What follows belongs to an exercise in optimizing a design on an open flow for small area and few clock cycles; a production flow would make more cautious choices.
Function not checked in this run: the RTL went through the layout flow alone.
Power is estimated from default activity; no workload was simulated.

===== flow/run.sh =====
#!/bin/bash
# synth_recipe.tcl (not shown) runs the flow's synth.tcl, then flattens the netlist and writes it again
# the make line also repeats each setting of config.mk as NAME=value (left out here)
make -C /OpenROAD-flow-scripts/flow DESIGN_CONFIG=/design/flow/config.mk WORK_HOME=/design/flow/orfs CLKGATE_MAP_FILE= SYNTH_SCRIPT=/design/flow/synth_recipe.tcl finish

===== flow/config.mk =====
export PLATFORM = sky130hd
export DESIGN_NAME = rdma_resp_gen
export DESIGN_NICKNAME = rdma_resp_gen
export VERILOG_FILES = /design/flow/design.v
export SDC_FILE = /design/flow/constraint.sdc
export NUM_CORES = 4
export LEC_CHECK = 0
export CAP_MARGIN = 20
export CORE_AREA = 10 10 410 410
export DIE_AREA = 0 0 420 420
export SLEW_MARGIN = 20

===== flow/constraint.sdc =====
create_clock -name core_clock -period 12.0 [get_ports {core_clk}]
set_input_delay 2.4000 -clock core_clock [delete_from_list [all_inputs] [get_ports {core_clk}]]
set_output_delay 2.4000 -clock core_clock [all_outputs]
set_load 0.01 [all_outputs]

===== flow/design.v =====
package roce_hdr_pkg;
  localparam int unsigned HDR_BYTES             = 58;
  localparam int unsigned RD_RESP_PAYLOAD_BYTES = 256;
  localparam int unsigned ETH_HDR_BYTES = 14;
  localparam int unsigned IP_HDR_BYTES  = 20;
  localparam int unsigned UDP_HDR_BYTES = 8;
  localparam int unsigned BTH_OFS       = ETH_HDR_BYTES + IP_HDR_BYTES + UDP_HDR_BYTES;
  localparam logic [7:0] OPC_WR_ONLY      = 8'h0A;
  localparam logic [7:0] OPC_RD_REQ       = 8'h0C;
  localparam logic [7:0] OPC_RD_RESP_ONLY = 8'h10;
  localparam logic [7:0] OPC_ACK          = 8'h11;
  localparam logic [15:0] ETH_TYPE_IPV4 = 16'h0800;
  localparam logic [7:0]  IP_VER_IHL    = 8'h45;
  localparam logic [7:0]  IP_TOS        = 8'hb8;
  localparam logic [15:0] IP_ID         = 16'h5555;
  localparam logic [15:0] IP_FLAGS      = 16'h4000;   
  localparam logic [7:0]  IP_TTL        = 8'hba;
  localparam logic [7:0]  IP_PROTO_UDP  = 8'h11;
  localparam logic [15:0] UDP_SRC_PORT  = 16'h6851;
  localparam logic [15:0] UDP_DST_PORT  = 16'h12b7;   
  localparam logic [15:0] BTH_PKEY      = 16'h666f;
  typedef struct packed {
    logic [47:0] eth_dst;
    logic [47:0] eth_src;
    logic [15:0] eth_type;
    logic [7:0]  ip_ver_ihl;
    logic [7:0]  ip_tos;
    logic [15:0] ip_total_len;
    logic [15:0] ip_id;
    logic [15:0] ip_flags;
    logic [7:0]  ip_ttl;
    logic [7:0]  ip_proto;
    logic [15:0] ip_chksum;
    logic [31:0] ip_src;
    logic [31:0] ip_dst;
    logic [15:0] udp_src_port;
    logic [15:0] udp_dst_port;
    logic [15:0] udp_len;
    logic [15:0] udp_chksum;
    logic [7:0]  bth_opcode;
    logic [7:0]  bth_flags;
    logic [15:0] bth_pkey;
    logic [7:0]  bth_rsvd;
    logic [23:0] bth_dest_qp;
    logic [7:0]  bth_ack_req;
    logic [23:0] bth_psn;
    logic [31:0] aeth;
  } roce_hdr_t;
  typedef union packed {
    roce_hdr_t                 f;
    logic [0:HDR_BYTES-1][7:0] b;
  } roce_hdr_u;
endpackage
package resp_gen_cfg_pkg;
  localparam int unsigned DATA_W     = 512;
  localparam int unsigned KEEP_W     = DATA_W / 8;
  localparam int unsigned BEAT_BYTES = 64;
  localparam int unsigned BEAT_CNT_W = 3;
  localparam int unsigned LEN_W      = 9;
  localparam int unsigned NUM_QP   = 4;
  localparam int unsigned QP_IDX_W = 2;
  localparam logic [7:0] REG_SRC_MAC_LO = 8'h00;
  localparam logic [7:0] REG_SRC_MAC_HI = 8'h04;
  localparam logic [7:0] REG_SRC_IP     = 8'h08;
  localparam logic [7:0] REG_CTRL       = 8'h0C;
  localparam logic [7:0] REG_QP_BASE    = 8'h10;
  localparam logic [7:0] REG_QP_STRIDE  = 8'h10;
  localparam logic [7:0] QP_MAC_LO = 8'h0;
  localparam logic [7:0] QP_MAC_HI = 8'h4;
  localparam logic [7:0] QP_IP     = 8'h8;
endpackage
`timescale 1ns/10ps
module qp_cfg_regs (
  input  logic                                      core_clk,
  input  logic                                      core_aresetn,
  input  logic                                      psel_i,
  input  logic                                      penable_i,
  input  logic                                      pwrite_i,
  input  logic [7:0]                                paddr_i,
  input  logic [31:0]                               pwdata_i,
  output logic [31:0]                               prdata_o,
  output logic                                      pready_o,
  output logic                                      pslverr_o,
  output logic [47:0]                               src_mac_o,
  output logic [31:0]                               src_ip_o,
  output logic [resp_gen_cfg_pkg::NUM_QP-1:0][47:0] qp_mac_o,
  output logic [resp_gen_cfg_pkg::NUM_QP-1:0][31:0] qp_ip_o,
  output logic                                      cfg_en_o
);
  logic                                sel_src_lo;
  logic                                sel_src_hi;
  logic                                sel_src_ip;
  logic                                sel_ctrl;
  logic [resp_gen_cfg_pkg::NUM_QP-1:0] sel_qp_lo;
  logic [resp_gen_cfg_pkg::NUM_QP-1:0] sel_qp_hi;
  logic [resp_gen_cfg_pkg::NUM_QP-1:0] sel_qp_ip;
  logic                                hit;
  logic                                wr_en;
  always_comb begin
    sel_src_lo = paddr_i == resp_gen_cfg_pkg::REG_SRC_MAC_LO;
    sel_src_hi = paddr_i == resp_gen_cfg_pkg::REG_SRC_MAC_HI;
    sel_src_ip = paddr_i == resp_gen_cfg_pkg::REG_SRC_IP;
    sel_ctrl   = paddr_i == resp_gen_cfg_pkg::REG_CTRL;
    for (int q = 0; q < resp_gen_cfg_pkg::NUM_QP; q++) begin
      sel_qp_lo[q] = paddr_i == 8'(resp_gen_cfg_pkg::REG_QP_BASE
                     + q * resp_gen_cfg_pkg::REG_QP_STRIDE + resp_gen_cfg_pkg::QP_MAC_LO);
      sel_qp_hi[q] = paddr_i == 8'(resp_gen_cfg_pkg::REG_QP_BASE
                     + q * resp_gen_cfg_pkg::REG_QP_STRIDE + resp_gen_cfg_pkg::QP_MAC_HI);
      sel_qp_ip[q] = paddr_i == 8'(resp_gen_cfg_pkg::REG_QP_BASE
                     + q * resp_gen_cfg_pkg::REG_QP_STRIDE + resp_gen_cfg_pkg::QP_IP);
    end
    hit = sel_src_lo | sel_src_hi | sel_src_ip | sel_ctrl
          | (|sel_qp_lo) | (|sel_qp_hi) | (|sel_qp_ip);
  end
  always_comb begin
    prdata_o = '0;
    if (sel_src_lo) prdata_o = src_mac_o[31:0];
    if (sel_src_hi) prdata_o = {16'h0, src_mac_o[47:32]};
    if (sel_src_ip) prdata_o = src_ip_o;
    if (sel_ctrl)   prdata_o = {31'h0, cfg_en_o};
    for (int q = 0; q < resp_gen_cfg_pkg::NUM_QP; q++) begin
      if (sel_qp_lo[q]) prdata_o = qp_mac_o[q][31:0];
      if (sel_qp_hi[q]) prdata_o = {16'h0, qp_mac_o[q][47:32]};
      if (sel_qp_ip[q]) prdata_o = qp_ip_o[q];
    end
  end
  assign pready_o  = 1'b1;   
  assign pslverr_o = psel_i & penable_i & ~hit;
  assign wr_en     = psel_i & penable_i & pwrite_i;
  always_ff @(posedge core_clk or negedge core_aresetn) begin
    if (!core_aresetn) begin
      src_mac_o <= '0;
      src_ip_o  <= '0;
      qp_mac_o  <= '0;
      qp_ip_o   <= '0;
      cfg_en_o  <= 1'b0;
    end else if (wr_en) begin
      if (sel_src_lo) src_mac_o[31:0]  <= pwdata_i;
      if (sel_src_hi) src_mac_o[47:32] <= pwdata_i[15:0];
      if (sel_src_ip) src_ip_o         <= pwdata_i;
      if (sel_ctrl)   cfg_en_o         <= pwdata_i[0];
      for (int q = 0; q < resp_gen_cfg_pkg::NUM_QP; q++) begin
        if (sel_qp_lo[q]) qp_mac_o[q][31:0]  <= pwdata_i;
        if (sel_qp_hi[q]) qp_mac_o[q][47:32] <= pwdata_i[15:0];
        if (sel_qp_ip[q]) qp_ip_o[q]         <= pwdata_i;
      end
    end
  end
endmodule
`timescale 1ns/10ps
module rd_req_capture (
  input  logic                                core_clk,
  input  logic                                core_aresetn,
  input  logic                                cfg_en_i,
  input  logic                                req_valid_i,
  input  logic [resp_gen_cfg_pkg::DATA_W-1:0] req_data_i,
  output logic                                req_ready_o,
  output logic                                cap_valid_o,
  input  logic                                cap_ready_i,
  output logic                                cap_is_ack_o,
  output logic [23:0]                         cap_qp_o,
  output logic [23:0]                         cap_psn_o
);
  localparam int unsigned QP_BIT  = (roce_hdr_pkg::BTH_OFS + 5) * 8;
  localparam int unsigned PSN_BIT = (roce_hdr_pkg::BTH_OFS + 9) * 8;
  logic [7:0] opcode;
  logic       op_rd;
  logic       op_wr;
  logic       req_fire;
  assign opcode   = req_data_i[roce_hdr_pkg::BTH_OFS*8 +: 8];
  assign op_rd    = opcode == roce_hdr_pkg::OPC_RD_REQ;
  assign op_wr    = opcode == roce_hdr_pkg::OPC_WR_ONLY;
  assign req_ready_o = cfg_en_i && (!cap_valid_o || cap_ready_i);
  assign req_fire    = req_valid_i && req_ready_o;
  always_ff @(posedge core_clk or negedge core_aresetn) begin
    if (!core_aresetn) begin
      cap_valid_o <= 1'b0;
    end else if (req_fire) begin
      cap_valid_o <= op_rd | op_wr;   
    end else if (cap_ready_i) begin
      cap_valid_o <= 1'b0;
    end
  end
  always_ff @(posedge core_clk) begin
    if (req_fire) begin
      cap_is_ack_o <= op_wr;
      cap_qp_o     <= {req_data_i[QP_BIT +: 8],
                       req_data_i[QP_BIT + 8 +: 8],
                       req_data_i[QP_BIT + 16 +: 8]};
      cap_psn_o    <= {req_data_i[PSN_BIT +: 8],
                       req_data_i[PSN_BIT + 8 +: 8],
                       req_data_i[PSN_BIT + 16 +: 8]};
    end
  end
endmodule
`timescale 1ns/10ps
module resp_hdr_build (
  input  logic                                      core_clk,
  input  logic                                      core_aresetn,
  input  logic                                      cap_valid_i,
  output logic                                      cap_ready_o,
  input  logic                                      cap_is_ack_i,
  input  logic [23:0]                               cap_qp_i,
  input  logic [23:0]                               cap_psn_i,
  input  logic [47:0]                               src_mac_i,
  input  logic [31:0]                               src_ip_i,
  input  logic [resp_gen_cfg_pkg::NUM_QP-1:0][47:0] qp_mac_i,
  input  logic [resp_gen_cfg_pkg::NUM_QP-1:0][31:0] qp_ip_i,
  output logic                                      hdr_valid_o,
  input  logic                                      hdr_ready_i,
  output roce_hdr_pkg::roce_hdr_u                   hdr_o,
  output logic                                      hdr_is_ack_o
);
  logic [resp_gen_cfg_pkg::QP_IDX_W-1:0] qp_idx;
  logic [15:0]                           ip_len;
  roce_hdr_pkg::roce_hdr_t               f;
  logic [159:0]                          ip_words;
  logic [19:0]                           csum_acc;
  logic [16:0]                           csum_fold;
  logic [15:0]                           csum_sum;
  assign qp_idx = cap_qp_i[resp_gen_cfg_pkg::QP_IDX_W-1:0];
  assign ip_len = 16'(roce_hdr_pkg::HDR_BYTES - roce_hdr_pkg::ETH_HDR_BYTES)
                  + (cap_is_ack_i ? 16'd0 : 16'(roce_hdr_pkg::RD_RESP_PAYLOAD_BYTES));
  always_comb begin
    f              = '0;   
    f.eth_dst      = qp_mac_i[qp_idx];
    f.eth_src      = src_mac_i;
    f.eth_type     = roce_hdr_pkg::ETH_TYPE_IPV4;
    f.ip_ver_ihl   = roce_hdr_pkg::IP_VER_IHL;
    f.ip_tos       = roce_hdr_pkg::IP_TOS;
    f.ip_total_len = ip_len;
    f.ip_id        = roce_hdr_pkg::IP_ID;
    f.ip_flags     = roce_hdr_pkg::IP_FLAGS;
    f.ip_ttl       = roce_hdr_pkg::IP_TTL;
    f.ip_proto     = roce_hdr_pkg::IP_PROTO_UDP;
    f.ip_src       = src_ip_i;
    f.ip_dst       = qp_ip_i[qp_idx];
    f.udp_src_port = roce_hdr_pkg::UDP_SRC_PORT;
    f.udp_dst_port = roce_hdr_pkg::UDP_DST_PORT;
    f.udp_len      = ip_len - 16'(roce_hdr_pkg::IP_HDR_BYTES);
    f.bth_opcode   = cap_is_ack_i ? roce_hdr_pkg::OPC_ACK : roce_hdr_pkg::OPC_RD_RESP_ONLY;
    f.bth_pkey     = roce_hdr_pkg::BTH_PKEY;
    f.bth_dest_qp  = cap_qp_i;
    f.bth_psn      = cap_psn_i;
    ip_words = {f.ip_ver_ihl, f.ip_tos, f.ip_total_len, f.ip_id, f.ip_flags,
                f.ip_ttl, f.ip_proto, 16'h0000, f.ip_src, f.ip_dst};
    csum_acc = '0;
    for (int i = 0; i < 10; i++) begin
      csum_acc = csum_acc + 20'(ip_words[i*16 +: 16]);
    end
    csum_fold   = 17'(csum_acc[15:0]) + 17'(csum_acc[19:16]);
    csum_sum    = csum_fold[15:0] + 16'(csum_fold[16]);
    f.ip_chksum = ~csum_sum;
  end
  assign cap_ready_o = !hdr_valid_o || hdr_ready_i;
  always_ff @(posedge core_clk or negedge core_aresetn) begin
    if (!core_aresetn) begin
      hdr_valid_o <= 1'b0;
    end else if (cap_ready_o) begin
      hdr_valid_o <= cap_valid_i;
    end
  end
  always_ff @(posedge core_clk) begin
    if (cap_valid_i && cap_ready_o) begin
      hdr_o.f      <= f;
      hdr_is_ack_o <= cap_is_ack_i;
    end
  end
endmodule
`timescale 1ns/10ps
module axis_beat_serializer (
  input  logic                                core_clk,
  input  logic                                core_aresetn,
  input  logic                                hdr_valid_i,
  output logic                                hdr_ready_o,
  input  roce_hdr_pkg::roce_hdr_u             hdr_i,
  input  logic                                hdr_is_ack_i,
  output logic [resp_gen_cfg_pkg::DATA_W-1:0] m_axis_tdata_o,
  output logic [resp_gen_cfg_pkg::KEEP_W-1:0] m_axis_tkeep_o,
  output logic                                m_axis_tvalid_o,
  output logic                                m_axis_tlast_o,
  input  logic                                m_axis_tready_i
);
  roce_hdr_pkg::roce_hdr_u                 hdr_q;
  logic [resp_gen_cfg_pkg::BEAT_CNT_W-1:0] beat_cnt;
  logic [resp_gen_cfg_pkg::LEN_W-1:0]      rem_q;   
  logic [7:0]                              pay_byte;
  logic                                    last;
  logic                                    beat_fire;
  logic                                    hdr_fire;
  assign last      = rem_q <= resp_gen_cfg_pkg::LEN_W'(resp_gen_cfg_pkg::BEAT_BYTES);
  assign beat_fire = m_axis_tvalid_o && m_axis_tready_i;
  assign hdr_ready_o = !m_axis_tvalid_o || (beat_fire && last);
  assign hdr_fire  = hdr_valid_i && hdr_ready_o;
  assign pay_byte  = hdr_q.f.bth_psn[7:0];
  assign m_axis_tlast_o = m_axis_tvalid_o && last;
  assign m_axis_tkeep_o = last ? ~({resp_gen_cfg_pkg::KEEP_W{1'b1}} << rem_q) : '1;
  always_comb begin
    for (int i = 0; i < resp_gen_cfg_pkg::KEEP_W; i++) begin
      m_axis_tdata_o[i*8 +: 8] = m_axis_tkeep_o[i] ? pay_byte : 8'h00;
    end
    if (beat_cnt == '0) begin
      for (int i = 0; i < roce_hdr_pkg::HDR_BYTES; i++) begin
        m_axis_tdata_o[i*8 +: 8] = hdr_q.b[i];
      end
    end
  end
  always_ff @(posedge core_clk or negedge core_aresetn) begin
    if (!core_aresetn) begin
      m_axis_tvalid_o <= 1'b0;
      beat_cnt        <= '0;
      rem_q           <= '0;
    end else if (hdr_fire) begin
      m_axis_tvalid_o <= 1'b1;
      beat_cnt        <= '0;
      rem_q           <= hdr_is_ack_i ? resp_gen_cfg_pkg::LEN_W'(roce_hdr_pkg::HDR_BYTES)
                         : resp_gen_cfg_pkg::LEN_W'(roce_hdr_pkg::HDR_BYTES
                                                    + roce_hdr_pkg::RD_RESP_PAYLOAD_BYTES);
    end else if (beat_fire) begin
      m_axis_tvalid_o <= !last;
      beat_cnt        <= beat_cnt + 1'b1;
      rem_q           <= last ? '0 : rem_q - resp_gen_cfg_pkg::LEN_W'(resp_gen_cfg_pkg::BEAT_BYTES);
    end
  end
  always_ff @(posedge core_clk) begin
    if (hdr_fire) begin
      hdr_q <= hdr_i;
    end
  end
endmodule
`timescale 1ns/10ps
module rdma_resp_gen (
  input  logic                                core_clk,
  input  logic                                core_aresetn,
  input  logic                                psel_i,
  input  logic                                penable_i,
  input  logic                                pwrite_i,
  input  logic [7:0]                          paddr_i,
  input  logic [31:0]                         pwdata_i,
  output logic [31:0]                         prdata_o,
  output logic                                pready_o,
  output logic                                pslverr_o,
  input  logic                                req_valid_i,
  output logic                                req_ready_o,
  input  logic [resp_gen_cfg_pkg::DATA_W-1:0] req_data_i,
  output logic [resp_gen_cfg_pkg::DATA_W-1:0] m_axis_tdata_o,
  output logic [resp_gen_cfg_pkg::KEEP_W-1:0] m_axis_tkeep_o,
  output logic                                m_axis_tvalid_o,
  output logic                                m_axis_tlast_o,
  input  logic                                m_axis_tready_i
);
  logic [47:0]                               src_mac;
  logic [31:0]                               src_ip;
  logic [resp_gen_cfg_pkg::NUM_QP-1:0][47:0] qp_mac;
  logic [resp_gen_cfg_pkg::NUM_QP-1:0][31:0] qp_ip;
  logic                                      cfg_en;
  logic                                      cap_valid;
  logic                                      cap_ready;
  logic                                      cap_is_ack;
  logic [23:0]                               cap_qp;
  logic [23:0]                               cap_psn;
  logic                                      hdr_valid;
  logic                                      hdr_ready;
  roce_hdr_pkg::roce_hdr_u                   hdr;
  logic                                      hdr_is_ack;
  qp_cfg_regs u_regs (
    .core_clk     (core_clk),
    .core_aresetn (core_aresetn),
    .psel_i       (psel_i),
    .penable_i    (penable_i),
    .pwrite_i     (pwrite_i),
    .paddr_i      (paddr_i),
    .pwdata_i     (pwdata_i),
    .prdata_o     (prdata_o),
    .pready_o     (pready_o),
    .pslverr_o    (pslverr_o),
    .src_mac_o    (src_mac),
    .src_ip_o     (src_ip),
    .qp_mac_o     (qp_mac),
    .qp_ip_o      (qp_ip),
    .cfg_en_o     (cfg_en)
  );
  rd_req_capture u_capture (
    .core_clk     (core_clk),
    .core_aresetn (core_aresetn),
    .cfg_en_i     (cfg_en),
    .req_valid_i  (req_valid_i),
    .req_data_i   (req_data_i),
    .req_ready_o  (req_ready_o),
    .cap_valid_o  (cap_valid),
    .cap_ready_i  (cap_ready),
    .cap_is_ack_o (cap_is_ack),
    .cap_qp_o     (cap_qp),
    .cap_psn_o    (cap_psn)
  );
  resp_hdr_build u_hdr (
    .core_clk     (core_clk),
    .core_aresetn (core_aresetn),
    .cap_valid_i  (cap_valid),
    .cap_ready_o  (cap_ready),
    .cap_is_ack_i (cap_is_ack),
    .cap_qp_i     (cap_qp),
    .cap_psn_i    (cap_psn),
    .src_mac_i    (src_mac),
    .src_ip_i     (src_ip),
    .qp_mac_i     (qp_mac),
    .qp_ip_i      (qp_ip),
    .hdr_valid_o  (hdr_valid),
    .hdr_ready_i  (hdr_ready),
    .hdr_o        (hdr),
    .hdr_is_ack_o (hdr_is_ack)
  );
  axis_beat_serializer u_ser (
    .core_clk        (core_clk),
    .core_aresetn    (core_aresetn),
    .hdr_valid_i     (hdr_valid),
    .hdr_ready_o     (hdr_ready),
    .hdr_i           (hdr),
    .hdr_is_ack_i    (hdr_is_ack),
    .m_axis_tdata_o  (m_axis_tdata_o),
    .m_axis_tkeep_o  (m_axis_tkeep_o),
    .m_axis_tvalid_o (m_axis_tvalid_o),
    .m_axis_tlast_o  (m_axis_tlast_o),
    .m_axis_tready_i (m_axis_tready_i)
  );
endmodule

==> impl_metrics.json <==
{
  "min_path_cells": 0,
  "synth_top_family_by_area": "multiplexers",
  "reg2reg_slack_ns": 1.53,
  "cts.htree.levels": 3,
  "intPower_mw": 5.405,
  "cts_hold_repair.buffers": 0,
  "cts_tree": "built",
  "fp-row-count": 146,
  "synth_top_cell_area_share_pct": 35.27,
  "cp_max_fo": 10,
  "clockPowerShare_pct": 40.6,
  "drt-initial-drc-count": 2732,
  "finalSetupTns_ns": 0,
  "hp-start": "u_hdr.hdr_o[51]",
  "grt_setup_unrepaired": "false",
  "synthAdderAreaFrac_pct": 3.051,
  "regToRegStartpoint": "u_capture.cap_qp_o[0]",
  "start_util_pct": 26.87,
  "slew_violations": 0,
  "power_frac_comb_pct": 13.7,
  "synth.largest_area_cell": "edfxtp_1",
  "coreArea_um2": 158700,
  "hpwl_um": 117600,
  "synth_mux_area_share_pct": 15.22,
  "critical_path.most_common_cell": "ha_1",
  "sw_frac_of_total_pct": 25.83,
  "antenna_found_initial": 26,
  "overflow": 0,
  "finalClockSkew_ns": 0.09928,
  "netlist_area_um2": 42660,
  "min_period_ns": 10.47,
  "hold_violations": 0,
  "drc": 0,
  "cts_made_buffers": 94,
  "synth-main-ff-cell": "edfxtp_1",
  "setup_slack_ns": 1.535,
  "drt-vias-per-instance": 4.933,
  "max_freq_mhz": 95.56,
  "yosys.area_share.simple_pct": 4.186,
  "worstSetupEndpointType": "flip-flop",
  "synth_enable_flop_cells": 501,
  "finalSetupViolations": 0,
  "grt_pass1_vias": 27513,
  "synth.avg_cell_area_um2": 14.06,
  "netlist_instances": 3034,
  "grt_pass1_wl_um": 222000,
  "worstSetupPathType": "flip-flop to flip-flop",
  "die_w_um": 420,
  "synth_area_leaders": "edfxtp_1, dfrtp_1, mux2_2",
  "p_leak_nw": 21.37,
  "clkLatencyLatePin_ns": 0.76,
  "first_pass_iters": 6,
  "synth_warnings": 4,
  "syn-num-nets": 3685,
  "startpoint_type": "flip-flop",
  "die_y_um": 420,
  "wire_per_inst_um": 29.11,
  "grt_max_degree": 176,
  "synth_seq_area_share_pct": 59.38,
  "slew_headroom_pct": 14.47,
  "drv_cap": 0,
  "slowest_stage": "edfxtp_1",
  "cts_num_sinks": 912,
  "post-cts-setup-buffers": 0,
  "area_growth_syn_to_layout_pct": 25.30,
  "min_path_type": "flip-flop to flip-flop",
  "synth_seq_cells": 912,
  "port_buffers": 714,
  "gp_routability_congestion": 0.8589,
  "tightest_slew_ns": 1.270,
  "cpPeakStageDelay_ns": 1.00,
  "num_vias": 27647,
  "r2r_cells": 37,
  "postRouteAntennaNets": 0,
  "io-pin-count": 1172,
  "synth-xor-area-share_pct": 1.088,
  "routed_wl_um": 163100,
  "path_clk_slew_ns": 0.06,
  "die_area_um2": 176400,
  "r2r-end": "u_hdr.hdr_o[271]",
  "outcome": "timing/DRC/antenna clean",
  "async_reset_ff_share_pct": 45.07,
  "final_layout_size_suffix_gt1_share_pct": 21.21,
  "grtUsageTotal_pct": 17.63,
  "fin_crit_sh_pct": 87.21,
  "dp_slack_ns": 1.637,
  "ys_types": 76,
  "required_ns": 12.43,
  "pwr_density_cell_nw_per_um2": 136.4,
  "hold_end": "u_ser.hdr_q[51]",
  "finalNetCount": 4098,
  "p_switching_mw": 1.883,
  "synth_compound_area_share_pct": 9.556,
  "irDropWorstVdd_mv": 0.1165,
  "clock-root-buffer": "clkbuf_16",
  "crit_arrival_ns": 10.89,
  "p_seq_share_pct": 45.7,
  "clock_path_buffers": 3,
  "cts_resized": 0
}
[worst max-delay path by stage]
stage | from | end | slack, ns | depth (start not counted)
after floorplan | u_capture.cap_qp_o[0] | u_hdr.hdr_o[271] | 2.71 | 38
after global placement | u_capture.cap_qp_o[0] | u_hdr.hdr_o[264] | 1.65 | 34
after detailed placement | u_capture.cap_qp_o[0] | u_hdr.hdr_o[264] | 1.64 | 34
after CTS | u_capture.cap_qp_o[0] | u_hdr.hdr_o[271] | 1.56 | 36
after global routing | u_capture.cap_qp_o[0] | u_hdr.hdr_o[271] | 0.72 | 38
final | u_capture.cap_qp_o[0] | u_hdr.hdr_o[271] | 1.53 | 37
[layer usage]
layer | global-route usage, % | vias up | routed length (um)
met4 | 8.663 | 10 | 8332
met5 | 0 | - | 66
met1 | 20.18 | 14347 | 60520
li1 | - | 11833 | -
met2 | 31.08 | 1188 | 82700
met3 | 3.719 | 269 | 11510
[sequential cells by signal (all words and copies together) (netlist names), 24 cells and up]
signal / count
u_capture.cap_psn_o: 24
u_capture.cap_qp_o: 24
u_hdr.hdr_o: 226
u_regs.qp_ip_o: 128
u_regs.qp_mac_o: 192
u_regs.src_ip_o: 32
u_regs.src_mac_o: 48
u_ser.hdr_q: 226
[layout make-up]
| class | count | area [um^2] |
|---|---|---|
| clock inverters | 43 | 538.0 |
| clock buffers | 132 | 2576 |
| flip-flops and latches | 912 | 25330 |
| repair buffers | 791 | 7806 |
| multi-input cells | 1559 | 14250 |
| diodes | 6 | 15.01 |
| inverters | 89 | 341.6 |
| fillers | 15474 | 105300 |
| well taps | 2072 | 2592 |
[cell usage in the layout (no fill, tap or decap), drive strengths merged, types with 20 or more instances in the layout]
master	count
a21o	22
a21oi	43
a221oi	24
a222oi	39
a22oi	27
and3	33
buf	79
clkbuf	132
clkdlybuf4s50	712
clkinv	33
dfrtp	411
edfxtp	501
fa	20
ha	72
inv	91
mux2	413
mux4	80
nand2	113
nand3	23
nor2	67
nor2b	31
o21a	224
o21ai	98
xnor2	32
[cell usage after synthesis, drive strengths merged, types with 67 or more instances]
| master | count |
|---|---|
| edfxtp | 501 |
| mux2 | 413 |
| dfrtp | 411 |
| buf | 346 |
| o21a | 224 |
| clkbuf | 128 |
| nand2 | 113 |
| o21ai | 98 |
| inv | 88 |
| mux4 | 80 |
| ha | 72 |
| nor2 | 67 |
[power by group through the flow]
| stage | Combinational (mW) | Clock [mW] | Sequential, mW |
|---|---|---|---|
| final | 0.996 | 2.96 | 3.33 |
| after global routing | 1.06 | 3.16 | 3.33 |
| after CTS | 1.02 | 3.04 | 3.33 |
| after detailed placement | 1.02 | 0 | 3.39 |
| after global placement | 1.02 | 0 | 3.39 |
| after floorplan | 0.422 | 0 | 3.38 |
[per-stage QoR]
step / hold WS (ns) / total power, mW / std cells / utilization [%] / instance area, um^2
6_report: 0.3814 / 7.288 / 5604 / 33.67 / 53450
5_1_grt: 0.3847 / 7.550 / 5601 / 33.66 / 53440
4_1_cts: 0.3762 / 7.390 / 5597 / 33.63 / 53390
3_5_place_dp: 0.4045 / 4.411 / 5422 / 31.67 / 50280
3_3_place_gp: 0.4004 / 4.408 / 5421 / 31.66 / 50260
2_1_floorplan: 0.4003 / 3.806 / 3034 / - / 42660
[cell families after synthesis]
kind of cell,count (synthesis)
AOI/OAI and AO/OA,562
muxes,497
xor gates and xnor gates,50
buffers and inverters,563
and+or+nand+nor,357
DFF,912
adders and majority gates,92
other,1
[critical path: cells and delay by family (launching register included)]
family	cells	cell delay [ns]
XOR/XNOR	3	0.46
multiplexers	1	0.60
buffers and inverters	4	0.56
AO/OA/AOI/OAI	11	2.28
adder cells (fa/ha/maj)	8	2.77
AND/OR/NAND/NOR	10	2.50
flip-flops	1	1.00

[what the ideal ports hide]
Ports are ideal in the flow. The routed layout listed here was re-timed in OpenROAD. Step 1, drivers: a clkbuf_16 drives core_clk and a buf_2 each remaining input, both assumed. Step 2 adds t to the input delays and takes it off the output delays; t is the mean of the earliest and latest rising clock arrival at the registers after step 1. Input paths then give back, and output paths get back, about the clock's delay inside the block. Slacks: ideal / step 1 / step 2; pairs: ideal / step 1.
shift t [ns]: 0.781
setup slack, ns: 1.535 / 1.535 / 1.535
worst hold slack (ns): 0.381 / 0.381 / 0.381
clock arrival spread, ns: 0.104 / 0.104
After both steps this run still meets setup and hold. The setup slack of this run moves by 0.000 ns with the drivers and by 0.000 ns with both steps.
